Background: an optimization exercise with open tools, aiming at small area, a short achievable clock period and few clock cycles per item. Do not read the settings as production practice. Function was checked by simulation only, so behaviour that the tests miss may differ from the original. No activity file was given, so power comes from the tool's default toggle rates.

## run a
==> flow/design.v <==
package lkv_pkg;
  localparam int MAX_ENTRIES_DEF = 16;
  localparam int KEY_BITS_DEF    = 16;
  localparam int VALUE_BITS_DEF  = 32;
  localparam int             CAP_BITS  = 5;
  localparam logic [CAP_BITS-1:0] CAP_RESET = 5'd16;
  typedef enum logic {
    CMD_GET = 1'b0,
    CMD_PUT = 1'b1
  } cmd_t;
  typedef enum logic [1:0] {
    ST_IDLE,
    ST_MATCH,
    ST_UPDATE,
    ST_REPLY
  } state_t;
  typedef struct packed {
    logic capture;
    logic lookup;
    logic update;
    logic reply;
  } ctl_cmd_t;
endpackage
module lru_key_value_cache (
  input  logic                         clk,
  input  logic                         rst,
  input  logic                         cfg_write_en,
  input  logic [4:0]                   cfg_write_data,
  input  logic                         req_valid,
  output logic                         req_ready,
  input  logic                         req_command,
  input  logic [15:0]                  req_lookup_key,
  input  logic [31:0]                  req_write_value,
  output logic                         rsp_valid,
  input  logic                         rsp_ready,
  output logic                         rsp_hit,
  output logic [31:0]                  rsp_read_value,
  output logic                         rsp_evicted,
  output logic [15:0]                  rsp_evicted_key
);
  localparam int N  = 16;
  localparam int KW = 16;
  localparam int VW = 32;
  logic          s_v;
  logic          s_put;
  logic [KW-1:0] s_key;
  logic [VW-1:0] s_val;
  logic [4:0]    cnt;
  logic [N-1:0]  vld;
  logic [KW-1:0] ekey [N];
  logic [VW-1:0] eval [N];
  logic [3:0]    lim_m1;
  logic          go;
  logic [N-1:0]  mq;       
  logic [N-1:0]  eq_old;   
  logic          eq_prev;  
  logic [N-1:0]  mq_d;
  logic [N-1:0]  m;
  logic [N-1:0]  ge;
  logic          hit;
  logic          putmiss;
  logic          full;
  logic [N-1:0]  en;
  logic [VW-1:0] hv;
  logic [KW-1:0] lastkey;
  logic          rd_q;
  assign go        = s_v & (~rsp_valid | rsp_ready);
  assign req_ready = ~s_v | ~rsp_valid | rsp_ready;
  always_ff @(posedge clk) begin
    if (rst) begin
      s_v <= 1'b0;
    end else if (req_ready) begin
      s_v <= req_valid;
    end
  end
  always_ff @(posedge clk) begin
    if (req_ready) begin
      s_put <= req_command;
      s_key <= req_lookup_key;
      s_val <= req_write_value;
      mq    <= mq_d;
    end
  end
  always_ff @(posedge clk) begin
    if (rst) begin
      lim_m1 <= 4'd15;
    end else if (cfg_write_en) begin
      if (cfg_write_data == 5'd0) begin
        lim_m1 <= 4'd0;
      end else if (cfg_write_data > 5'd16) begin
        lim_m1 <= 4'd15;
      end else begin
        lim_m1 <= 4'(cfg_write_data - 5'd1);
      end
    end
  end
  always_comb begin
    for (int i = 0; i < N; i++) begin
      vld[i] = cnt > 5'(i);
    end
    for (int i = 0; i < N; i++) begin
      m[i] = vld[i] & mq[i];
    end
    for (int i = 0; i < N; i++) begin
      ge[i] = |(m >> i);
    end
    hit     = ge[0];
    putmiss = s_put & ~hit;
    full    = cnt > {1'b0, lim_m1};
    en[0]   = go & (hit | s_put);
    for (int i = 1; i < N; i++) begin
      en[i] = go & (ge[i] | putmiss);
    end
    hv      = '0;
    lastkey = '0;
    for (int i = 0; i < N; i++) begin
      hv = hv | ({VW{m[i]}} & eval[i]);
      if (i == N - 1) begin
        lastkey = lastkey | ({KW{vld[i]}} & ekey[i]);
      end else begin
        lastkey = lastkey | ({KW{vld[i] & ~vld[i+1]}} & ekey[i]);
      end
    end
  end
  always_comb begin
    eq_prev = (req_lookup_key == s_key);
    for (int i = 0; i < N; i++) begin
      eq_old[i] = (req_lookup_key == ekey[i]);
    end
    mq_d[0] = en[0] ? eq_prev : eq_old[0];
    for (int i = 1; i < N; i++) begin
      mq_d[i] = en[i] ? eq_old[i-1] : eq_old[i];
    end
  end
  always_ff @(posedge clk) begin
    if (en[0]) begin
      ekey[0] <= s_key;
      eval[0] <= s_put ? s_val : hv;
    end
    for (int i = 1; i < N; i++) begin
      if (en[i]) begin
        ekey[i] <= ekey[i-1];
        eval[i] <= eval[i-1];
      end
    end
  end
  always_ff @(posedge clk) begin
    if (rst) begin
      cnt <= '0;
    end else if (go && putmiss && !full) begin
      cnt <= cnt + 5'd1;
    end
  end
  always_ff @(posedge clk) begin
    if (rst) begin
      rsp_valid <= 1'b0;
    end else if (go) begin
      rsp_valid <= 1'b1;
    end else if (rsp_ready) begin
      rsp_valid <= 1'b0;
    end
  end
  assign rsp_read_value = {VW{rd_q}} & eval[0];
  always_ff @(posedge clk) begin
    if (go) begin
      rd_q            <= hit & ~s_put;
      rsp_hit         <= hit;
      rsp_evicted     <= putmiss & full;
      rsp_evicted_key <= (putmiss & full) ? lastkey : '0;
    end
  end
endmodule
Settings: LEC_CHECK=0, CAP_MARGIN=20, CORE_MARGIN=2, CORE_UTILIZATION=60, SETUP_SLACK_MARGIN=3.0, SLEW_MARGIN=20, BUFFER_PORTS_ARGS=-buffer_cell sky130_fd_sc_hd__buf_4; clock period 6.0 ns.
standard.sh (not shown) runs the stock make flow with config.mk's settings and CLKGATE_MAP_FILE= SYNTH_SCRIPT=/design/flow/synth_recipe.tcl, a recipe that flattens the netlist after the stock synthesis.
==> flow/flow/run.sh <==
#!/bin/bash
set -e
echo 'export BUFFER_PORTS_ARGS = -buffer_cell sky130_fd_sc_hd__buf_4' >> "$FLOW_CONFIG"
bash standard.sh > standard.log 2>&1
Testbench counts of run a, summed over its fixed seeds: cycles 8,016, items 8,000.
Setup changes, run a to run b
-- flow/design.v --
<<< run a, line 46
  logic [KW-1:0] s_key;
  logic [VW-1:0] s_val;
  logic [4:0]    cnt;
  logic [N-1:0]  vld;
  logic [KW-1:0] ekey [N];
>>> run b, line 46
  logic [KW-1:0] s_key;
  logic [VW-1:0] s_val;
  logic [N-1:0]  vld;
  logic [KW-1:0] ekey [N];
<<< run a, line 56
  logic          eq_prev;  
  logic [N-1:0]  mq_d;
  logic [N-1:0]  m;
  logic [N-1:0]  ge;
>>> run b, line 55
  logic          eq_prev;  
  logic [N-1:0]  mq_d;
  logic [N-1:0]  vld_nx;
  logic [N-1:0]  m;
  logic [N-1:0]  ge;
<<< run a, line 97
  always_comb begin
    for (int i = 0; i < N; i++) begin
      vld[i] = cnt > 5'(i);
    end
    for (int i = 0; i < N; i++) begin
      m[i] = vld[i] & mq[i];
    end
    for (int i = 0; i < N; i++) begin
>>> run b, line 97
  always_comb begin
    for (int i = 0; i < N; i++) begin
      m[i] = mq[i];
    end
    for (int i = 0; i < N; i++) begin
<<< run a, line 107
    hit     = ge[0];
    putmiss = s_put & ~hit;
    full    = cnt > {1'b0, lim_m1};
    en[0]   = go & (hit | s_put);
    for (int i = 1; i < N; i++) begin
>>> run b, line 104
    hit     = ge[0];
    putmiss = s_put & ~hit;
    full    = vld[lim_m1];
    en[0]   = go & (hit | s_put);
    for (int i = 1; i < N; i++) begin
<<< run a, line 128
      eq_old[i] = (req_lookup_key == ekey[i]);
    end
    mq_d[0] = en[0] ? eq_prev : eq_old[0];
    for (int i = 1; i < N; i++) begin
      mq_d[i] = en[i] ? eq_old[i-1] : eq_old[i];
    end
  end
>>> run b, line 125
      eq_old[i] = (req_lookup_key == ekey[i]);
    end
    vld_nx  = (go && putmiss && !full) ? {vld[N-2:0], 1'b1} : vld;
    mq_d[0] = (en[0] ? eq_prev : eq_old[0]) & vld_nx[0];
    for (int i = 1; i < N; i++) begin
      mq_d[i] = (en[i] ? eq_old[i-1] : eq_old[i]) & vld_nx[i];
    end
  end
<<< run a, line 147
  always_ff @(posedge clk) begin
    if (rst) begin
      cnt <= '0;
    end else if (go && putmiss && !full) begin
      cnt <= cnt + 5'd1;
    end
  end
>>> run b, line 145
  always_ff @(posedge clk) begin
    if (rst) begin
      vld <= '0;
    end else if (go && putmiss && !full) begin
      vld <= {vld[N-2:0], 1'b1};
    end
  end
==> comparison <==
Run b: full flow OK, the timing, DRC and antenna checks passed. Run a → run b: synthesized net count rose by 1.9%; post-detailed-placement half-perimeter wirelength shows an increase of 0.32%; proportion of power drawn by the clock network down 1.1 points; utilization went down 1.3 points. Run b vs. run a: total of fill cells in the finished design saw an increase, number of H-tree levels saw little to no change. Compared with run a, run b improves design area. Power per standard cell area (higher): run b. Where wire length is concerned, run a is outperformed by run b. Run b vs run a, final clock period utilization by the worst path went down by 0.56 points. Run b vs run a on total power: run b is the higher one.
Testbench counts of run b, summed over its fixed seeds: cycles 8,016, items 8,000.

-- separate check: timing with driven ports --
How much do the figures lean on ideal ports? The routed layouts below were timed once more, with nothing changed but the port constraints.
Step 1: set_driving_cell puts a clkbuf_16 on clk and a buf_2 on each other input, an assumption about the parent block.
Step 2 also shifts input and output timing later by t, the mid clock arrival at the registers, as if the neighbouring blocks saw the same clock.
Three values: no drivers, after step 1, after step 2; two values: the first two.
run	t (ns)	setup slack, ns	worst hold slack (ns)	worst data-port slew with drivers (ns)	pins driven straight from the clock port
run a	0.704	2.991 / 2.991 / 2.379	0.443 / 0.443 / 0.443	0.06	1
run b	0.708	3.025 / 3.002 / 2.428	0.428 / 0.428 / 0.428	0.05	1
After both steps setup and hold are still met in every run listed. For run a, which loses most, drivers alone change the setup slack by 0.000 ns; drivers and shift together by -0.612 ns.
